This is an optimization exercise on Yosys and OpenROAD, whose aim is small area, not a production implementation.
RTL that was checked went through simulation tests only; none was proved equivalent to the original.
No activity file was given, so power comes from the tool's default toggle rates.

==> inputs of 09-09 <==
==> flow/design.v (excerpt) <==
module joystick_axes_to_cursor_motion_unit #(
    parameter int ADC_BITS = 10
) (
    input  logic        clk,
    input  logic        rst_n,
    input  logic        s_axis_tvalid,
    output logic        s_axis_tready,
    input  logic [47:0] s_axis_tdata,
    output logic        m_axis_tvalid,
    input  logic        m_axis_tready,
    output logic [39:0] m_axis_tdata,
    input  logic        cfg_we,
    input  logic [2:0]  cfg_addr,
    input  logic [9:0]  cfg_data
);
clock: 8.0 ns
lec_check: 0
cap_margin: 20
core_margin: 2
core_utilization: 40
slew_margin: 20
standard.sh (not shown) runs the stock make flow with config.mk's settings and CLKGATE_MAP_FILE= SYNTH_SCRIPT=/design/flow/synth_recipe.tcl, a recipe that flattens the netlist after the stock synthesis.
==> flow/flow/run.sh <==
#!/bin/bash
set -euo pipefail
bash standard.sh \
  "BUFFER_PORTS_ARGS=-buffer_cell sky130_fd_sc_hd__buf_1" \
  "CTS_ARGS=-sink_clustering_enable -repair_clock_nets -dont_use_dummy_load -buf_list sky130_fd_sc_hd__clkbuf_4 sky130_fd_sc_hd__clkbuf_8" \
  finish > run_standard.log 2>&1
==> 03-25: changes against 09-09 <==
--- a/flow/design.v
+++ b/flow/design.v
@@ -34,46 +34,44 @@
     localparam logic [4:0] PH_DIV100= 5'd15;   
     localparam logic [4:0] PH_SFIX  = 5'd16;   
     localparam logic [4:0] PH_EMIT  = 5'd17;   
     localparam logic [4:0] PH_FLAG  = 5'd18;
     localparam logic [4:0] PH_ACC   = 5'd19;
     logic [4:0]  ph, ph_n;
     logic [4:0]  cnt, cnt_n;
-    logic [1:0]  axis, lane;
+    logic [1:0]  axis;
     logic [21:0] z;
     logic [9:0]  m;
-    logic        neg, zero, seen;
+    logic        neg, zero, seen, vnz;
     logic [6:0]  acnt, cval;
     logic [9:0]  org [4];
     logic [9:0]  amin, amax;
     logic [7:0]  mspd, sdiv;
-    logic [29:0] outr;    
+    logic [37:0] outr;
     logic        oval;
     logic [9:0]  r_i, o_i;
     logic [7:0]  d_eff;
     logic [11:0] f, y;
     logic        sub, rev;
     logic [12:0] sum;
     logic        ge;
     logic [11:0] g;
     logic [6:0]  pctfix, sfix;
     logic        mb, ebit;
     logic [7:0]  v, vabs;
     logic        v_gt, v_lt, v_nz;
     logic [6:0]  cnew;
     logic        report;
-    logic        last, last3;
-    assign lane   = {axis[1], axis[1] ? axis[0] : !axis[0]};
-    assign r_i    = s_axis_tdata[lane*10 +: 10];
-    assign o_i    = org[lane];
+    logic        last;
+    assign r_i    = s_axis_tdata[axis*10 +: 10];
+    assign o_i    = org[axis];
     assign d_eff  = (sdiv == 8'd0) ? 8'd1 : sdiv;
     assign f      = z[21:10];
-    assign report = outr[29];
+    assign report = outr[37];
     assign last   = (cnt == 5'd0);
-    assign last3  = (ph == PH_EMIT) && (axis == 2'd3);
     always_comb
     begin
         y   = 12'd0;
         sub = 1'b1;
         rev = 1'b0;
         case (ph)
             PH_N2:     y = {1'b0, o_i, 1'b0};
@@ -155,15 +153,15 @@
             if (ph == PH_ACC)
             begin
                 oval <= 1'b1;
                 acnt <= report ? cval : acnt + 7'd1;
             end
             else if (m_axis_tready)
                 oval <= 1'b0;
-            if (ph == PH_FLAG && v_nz && !axis[1])
+            if (ph == PH_FLAG && v_nz && (axis == 2'd0 || (axis == 2'd1 && !vnz)))
                 cval <= cnew;
             if (cfg_we)
             begin
                 case (cfg_addr)
                     3'd0: org[0] <= cfg_data;
                     3'd1: org[1] <= cfg_data;
                     3'd2: org[2] <= cfg_data;
@@ -179,30 +177,31 @@
     end
     always_ff @(posedge clk)
     begin
         cnt <= cnt_n;
         case (ph)
             PH_START:
             begin
-                outr[29] <= acnt == 7'd100;
-                outr[28] <= !s_axis_tdata[40];
+                outr[37] <= acnt == 7'd100;
+                outr[36] <= !s_axis_tdata[40];
                 axis     <= 2'd0;
+                vnz      <= 1'b0;
             end
             PH_N1:     z <= {1'b0, r_i, 11'd0};
             PH_N2:     neg <= !ge;
             PH_S1:     z <= {1'b0, neg ? amin : amax, 11'd0};
             PH_S2:
             begin
                 m    <= sum[10:1];
                 zero <= !ge || (sum[10:1] == 10'd0);
             end
             PH_D1:     z <= {1'b0, r_i, 11'd0};
             PH_D2:     z[21:10] <= sum[11:0];
             PH_M100, PH_MULP, PH_MULMS, PH_EMIT:
-                z <= (mb && !last3) ? {sum, z[9:1]} : {last3 & ebit, f, z[9:1]};
+                z <= mb ? {sum, z[9:1]} : {1'b0, f, z[9:1]};
             PH_DIVS, PH_DIVD, PH_DIV100:
                 z <= {g[10:0], z[9:0], ge};
             PH_LDPCT:
             begin
                 z <= {11'd0, pctfix, 4'd0};
                 m <= {3'd0, pctfix};
             end
@@ -213,28 +212,29 @@
                 seen <= 1'b0;
             end
             PH_FLAG:
             begin
                 axis <= axis + 2'd1;
                 if (axis == 2'd0)
                 begin
-                    outr[26] <= v_gt;
-                    outr[27] <= v_lt;
+                    outr[32] <= v_gt;
+                    outr[33] <= v_lt;
+                    if (v_nz)
+                        vnz <= 1'b1;
                 end
                 if (axis == 2'd1)
                 begin
-                    outr[24] <= v_gt;
-                    outr[25] <= v_lt;
+                    outr[34] <= v_gt;
+                    outr[35] <= v_lt;
                 end
             end
             default: ;
         endcase
         if (ph == PH_EMIT)
         begin
-            if (axis != 2'd3)
-                outr[23:0] <= {ebit, outr[23:1]};
+            outr[31:0] <= {ebit, outr[31:1]};
             seen       <= seen | z[0];
         end
     end
     assign m_axis_tvalid = oval;
-    assign m_axis_tdata  = {2'b00, outr[29:28], outr[27:24], z[21:14], outr[23:16], outr[7:0], outr[15:8]};
+    assign m_axis_tdata  = {2'b00, outr};
 endmodule
==> flow/flow/run.sh (replaced) <==
#!/bin/bash
set -euo pipefail
bash standard.sh \
  "BUFFER_PORTS_ARGS=-buffer_cell sky130_fd_sc_hd__buf_1" \
  "CTS_ARGS=-sink_clustering_enable -repair_clock_nets -dont_use_dummy_load" \
  finish > run_standard.log 2>&1
==> 07-27: changes against 09-09 <==
--- a/flow/design.v
+++ b/flow/design.v
@@ -20,26 +20,26 @@
     localparam logic [4:0] PH_START = 5'd1;
     localparam logic [4:0] PH_N1    = 5'd2;    
     localparam logic [4:0] PH_N2    = 5'd3;    
     localparam logic [4:0] PH_S1    = 5'd4;    
     localparam logic [4:0] PH_S2    = 5'd5;    
     localparam logic [4:0] PH_D1    = 5'd6;    
     localparam logic [4:0] PH_D2    = 5'd7;    
-    localparam logic [4:0] PH_M100  = 5'd8;    
-    localparam logic [4:0] PH_DIVS  = 5'd9;    
-    localparam logic [4:0] PH_LDPCT = 5'd10;   
-    localparam logic [4:0] PH_DIVD  = 5'd11;   
-    localparam logic [4:0] PH_CLRH  = 5'd12;
-    localparam logic [4:0] PH_MULP  = 5'd13;   
-    localparam logic [4:0] PH_MULMS = 5'd14;   
-    localparam logic [4:0] PH_DIV100= 5'd15;   
-    localparam logic [4:0] PH_SFIX  = 5'd16;   
-    localparam logic [4:0] PH_EMIT  = 5'd17;   
-    localparam logic [4:0] PH_FLAG  = 5'd18;
-    localparam logic [4:0] PH_ACC   = 5'd19;
+    localparam logic [4:0] PH_M100  = 5'd16;    
+    localparam logic [4:0] PH_DIVS  = 5'd25;    
+    localparam logic [4:0] PH_LDPCT = 5'd8;   
+    localparam logic [4:0] PH_DIVD  = 5'd26;   
+    localparam logic [4:0] PH_CLRH  = 5'd9;
+    localparam logic [4:0] PH_MULP  = 5'd17;   
+    localparam logic [4:0] PH_MULMS = 5'd19;   
+    localparam logic [4:0] PH_DIV100= 5'd24;   
+    localparam logic [4:0] PH_SFIX  = 5'd10;   
+    localparam logic [4:0] PH_EMIT  = 5'd18;   
+    localparam logic [4:0] PH_FLAG  = 5'd11;
+    localparam logic [4:0] PH_ACC   = 5'd12;
     logic [4:0]  ph, ph_n;
     logic [4:0]  cnt, cnt_n;
     logic [1:0]  axis, lane;
     logic [21:0] z;
     logic [9:0]  m;
     logic        neg, zero, seen;
     logic [6:0]  acnt, cval;
@@ -68,30 +68,31 @@
     assign d_eff  = (sdiv == 8'd0) ? 8'd1 : sdiv;
     assign f      = z[21:10];
     assign report = outr[29];
     assign last   = (cnt == 5'd0);
     assign last3  = (ph == PH_EMIT) && (axis == 2'd3);
     always_comb
     begin
-        y   = 12'd0;
-        sub = 1'b1;
-        rev = 1'b0;
-        case (ph)
-            PH_N2:     y = {1'b0, o_i, 1'b0};
-            PH_S2:     begin y = {1'b0, o_i, 1'b0}; sub = !neg; rev = neg; end
-            PH_D2:     begin y = {1'b0, o_i, 1'b0}; sub = !neg; rev = neg; end
-            PH_M100:   begin y = {8'd100, 4'd0}; sub = 1'b0; end
-            PH_DIVS:   y = {1'b0, m, 1'b0};
-            PH_DIVD:   y = {3'd0, d_eff, 1'b0};
-            PH_MULP:   begin y = {1'b0, m, 1'b0}; sub = 1'b0; end
-            PH_MULMS:  begin y = {mspd, 4'd0}; sub = 1'b0; end
-            PH_DIV100: y = {8'd100, 4'd0};
-            PH_EMIT:   begin y = {3'd0, d_eff, 1'b0}; sub = 1'b0; end
-            default:   ;
-        endcase
+        if (ph[4])
+        begin
+            case (ph[1:0])
+                2'd0:    y = {8'd100, 4'd0};
+                2'd1:    y = {1'b0, m, 1'b0};
+                2'd2:    y = {3'd0, d_eff, 1'b0};
+                default: y = {mspd, 4'd0};
+            endcase
+            sub = ph[3];
+            rev = 1'b0;
+        end
+        else
+        begin
+            y   = {1'b0, o_i, 1'b0};
+            rev = neg && (ph == PH_S2 || ph == PH_D2);
+            sub = !rev;
+        end
         sum = {1'b0, rev ? ~f : f} + {1'b0, sub ? ~y : y} + {12'd0, sub | rev};
         ge  = sum[12];
         g   = ge ? sum[11:0] : f;
     end
     always_comb
     begin
         pctfix = zero ? 7'd0 : ((z[7] || z[6:0] >= 7'd100) ? 7'd100 : z[6:0]);
@@ -176,14 +177,21 @@
                 endcase
             end
         end
     end
     always_ff @(posedge clk)
     begin
         cnt <= cnt_n;
+        if (ph[4])
+        begin
+            if (ph[3])
+                z <= {g[10:0], z[9:0], ge};
+            else
+                z <= (mb && !last3) ? {sum, z[9:1]} : {last3 & ebit, f, z[9:1]};
+        end
         case (ph)
             PH_START:
             begin
                 outr[29] <= acnt == 7'd100;
                 outr[28] <= !s_axis_tdata[40];
                 axis     <= 2'd0;
             end
@@ -193,18 +201,14 @@
             PH_S2:
             begin
                 m    <= sum[10:1];
                 zero <= !ge || (sum[10:1] == 10'd0);
             end
             PH_D1:     z <= {1'b0, r_i, 11'd0};
             PH_D2:     z[21:10] <= sum[11:0];
-            PH_M100, PH_MULP, PH_MULMS, PH_EMIT:
-                z <= (mb && !last3) ? {sum, z[9:1]} : {last3 & ebit, f, z[9:1]};
-            PH_DIVS, PH_DIVD, PH_DIV100:
-                z <= {g[10:0], z[9:0], ge};
             PH_LDPCT:
             begin
                 z <= {11'd0, pctfix, 4'd0};
                 m <= {3'd0, pctfix};
             end
             PH_CLRH:   z[21:10] <= 12'd0;
             PH_SFIX:
==> flow/flow/run.sh (replaced) <==
#!/bin/bash
set -euo pipefail
bash standard.sh \
  "BUFFER_PORTS_ARGS=-buffer_cell sky130_fd_sc_hd__buf_1" \
  "CTS_ARGS=-sink_clustering_enable -repair_clock_nets -dont_use_dummy_load -buf_list sky130_fd_sc_hd__clkbuf_8" \
  "RECOVER_POWER=100" \
  finish > run_standard.log 2>&1
==> summary of the runs <==
- 09-09 did not get past 4_1_cts with STA-0564. 07-27 reached the layout checks and failed them: max-capacitance violations, max-slew violations. 03-25 finished with timing, DRC and antenna clean.
- Between 03-25 and 07-27, the lower utilization is in 07-27 (gap 1.5 points).
- Of 03-25 and 07-27, 03-25 has the higher power (gap 2.0%, measured against 07-27).
- In 07-27 the register-to-register slack is worse than in 03-25, by 600 ps.
- Against 03-25, the first-iteration DRC count of 07-27 is smaller by 31%.
Function not checked in 09-09 and 03-25: the RTL went through the layout flow alone.

-- afterwards: timing with drivers on the ports --
How much do the figures lean on ideal ports? The routed layouts below were timed once more, with nothing changed but the port constraints.
Step 1, drivers: a clkbuf_16 drives clk and a buf_2 each remaining input, both assumed.
Step 2, shift: input delay + t, output delay - t, t = (earliest + latest rising clock arrival at the registers) / 2. This alone moves slack from input paths to output paths.
a / b / c = no drivers / after step 1 / after step 2; a / b = the first two.
run	shift t [ns]	slack for setup (ns)	worst setup path at the end	cell pins on the clock port's net
03-25	0.460	2.429 / 2.429 / 2.429	register to register	1
07-27	0.482	1.829 / 1.829 / 1.804	input, reset recovery	1
For 07-27, which loses most, drivers alone change the setup slack by 0.000 ns; drivers and shift together by -0.025 ns. Setup slack includes reset recovery checks.
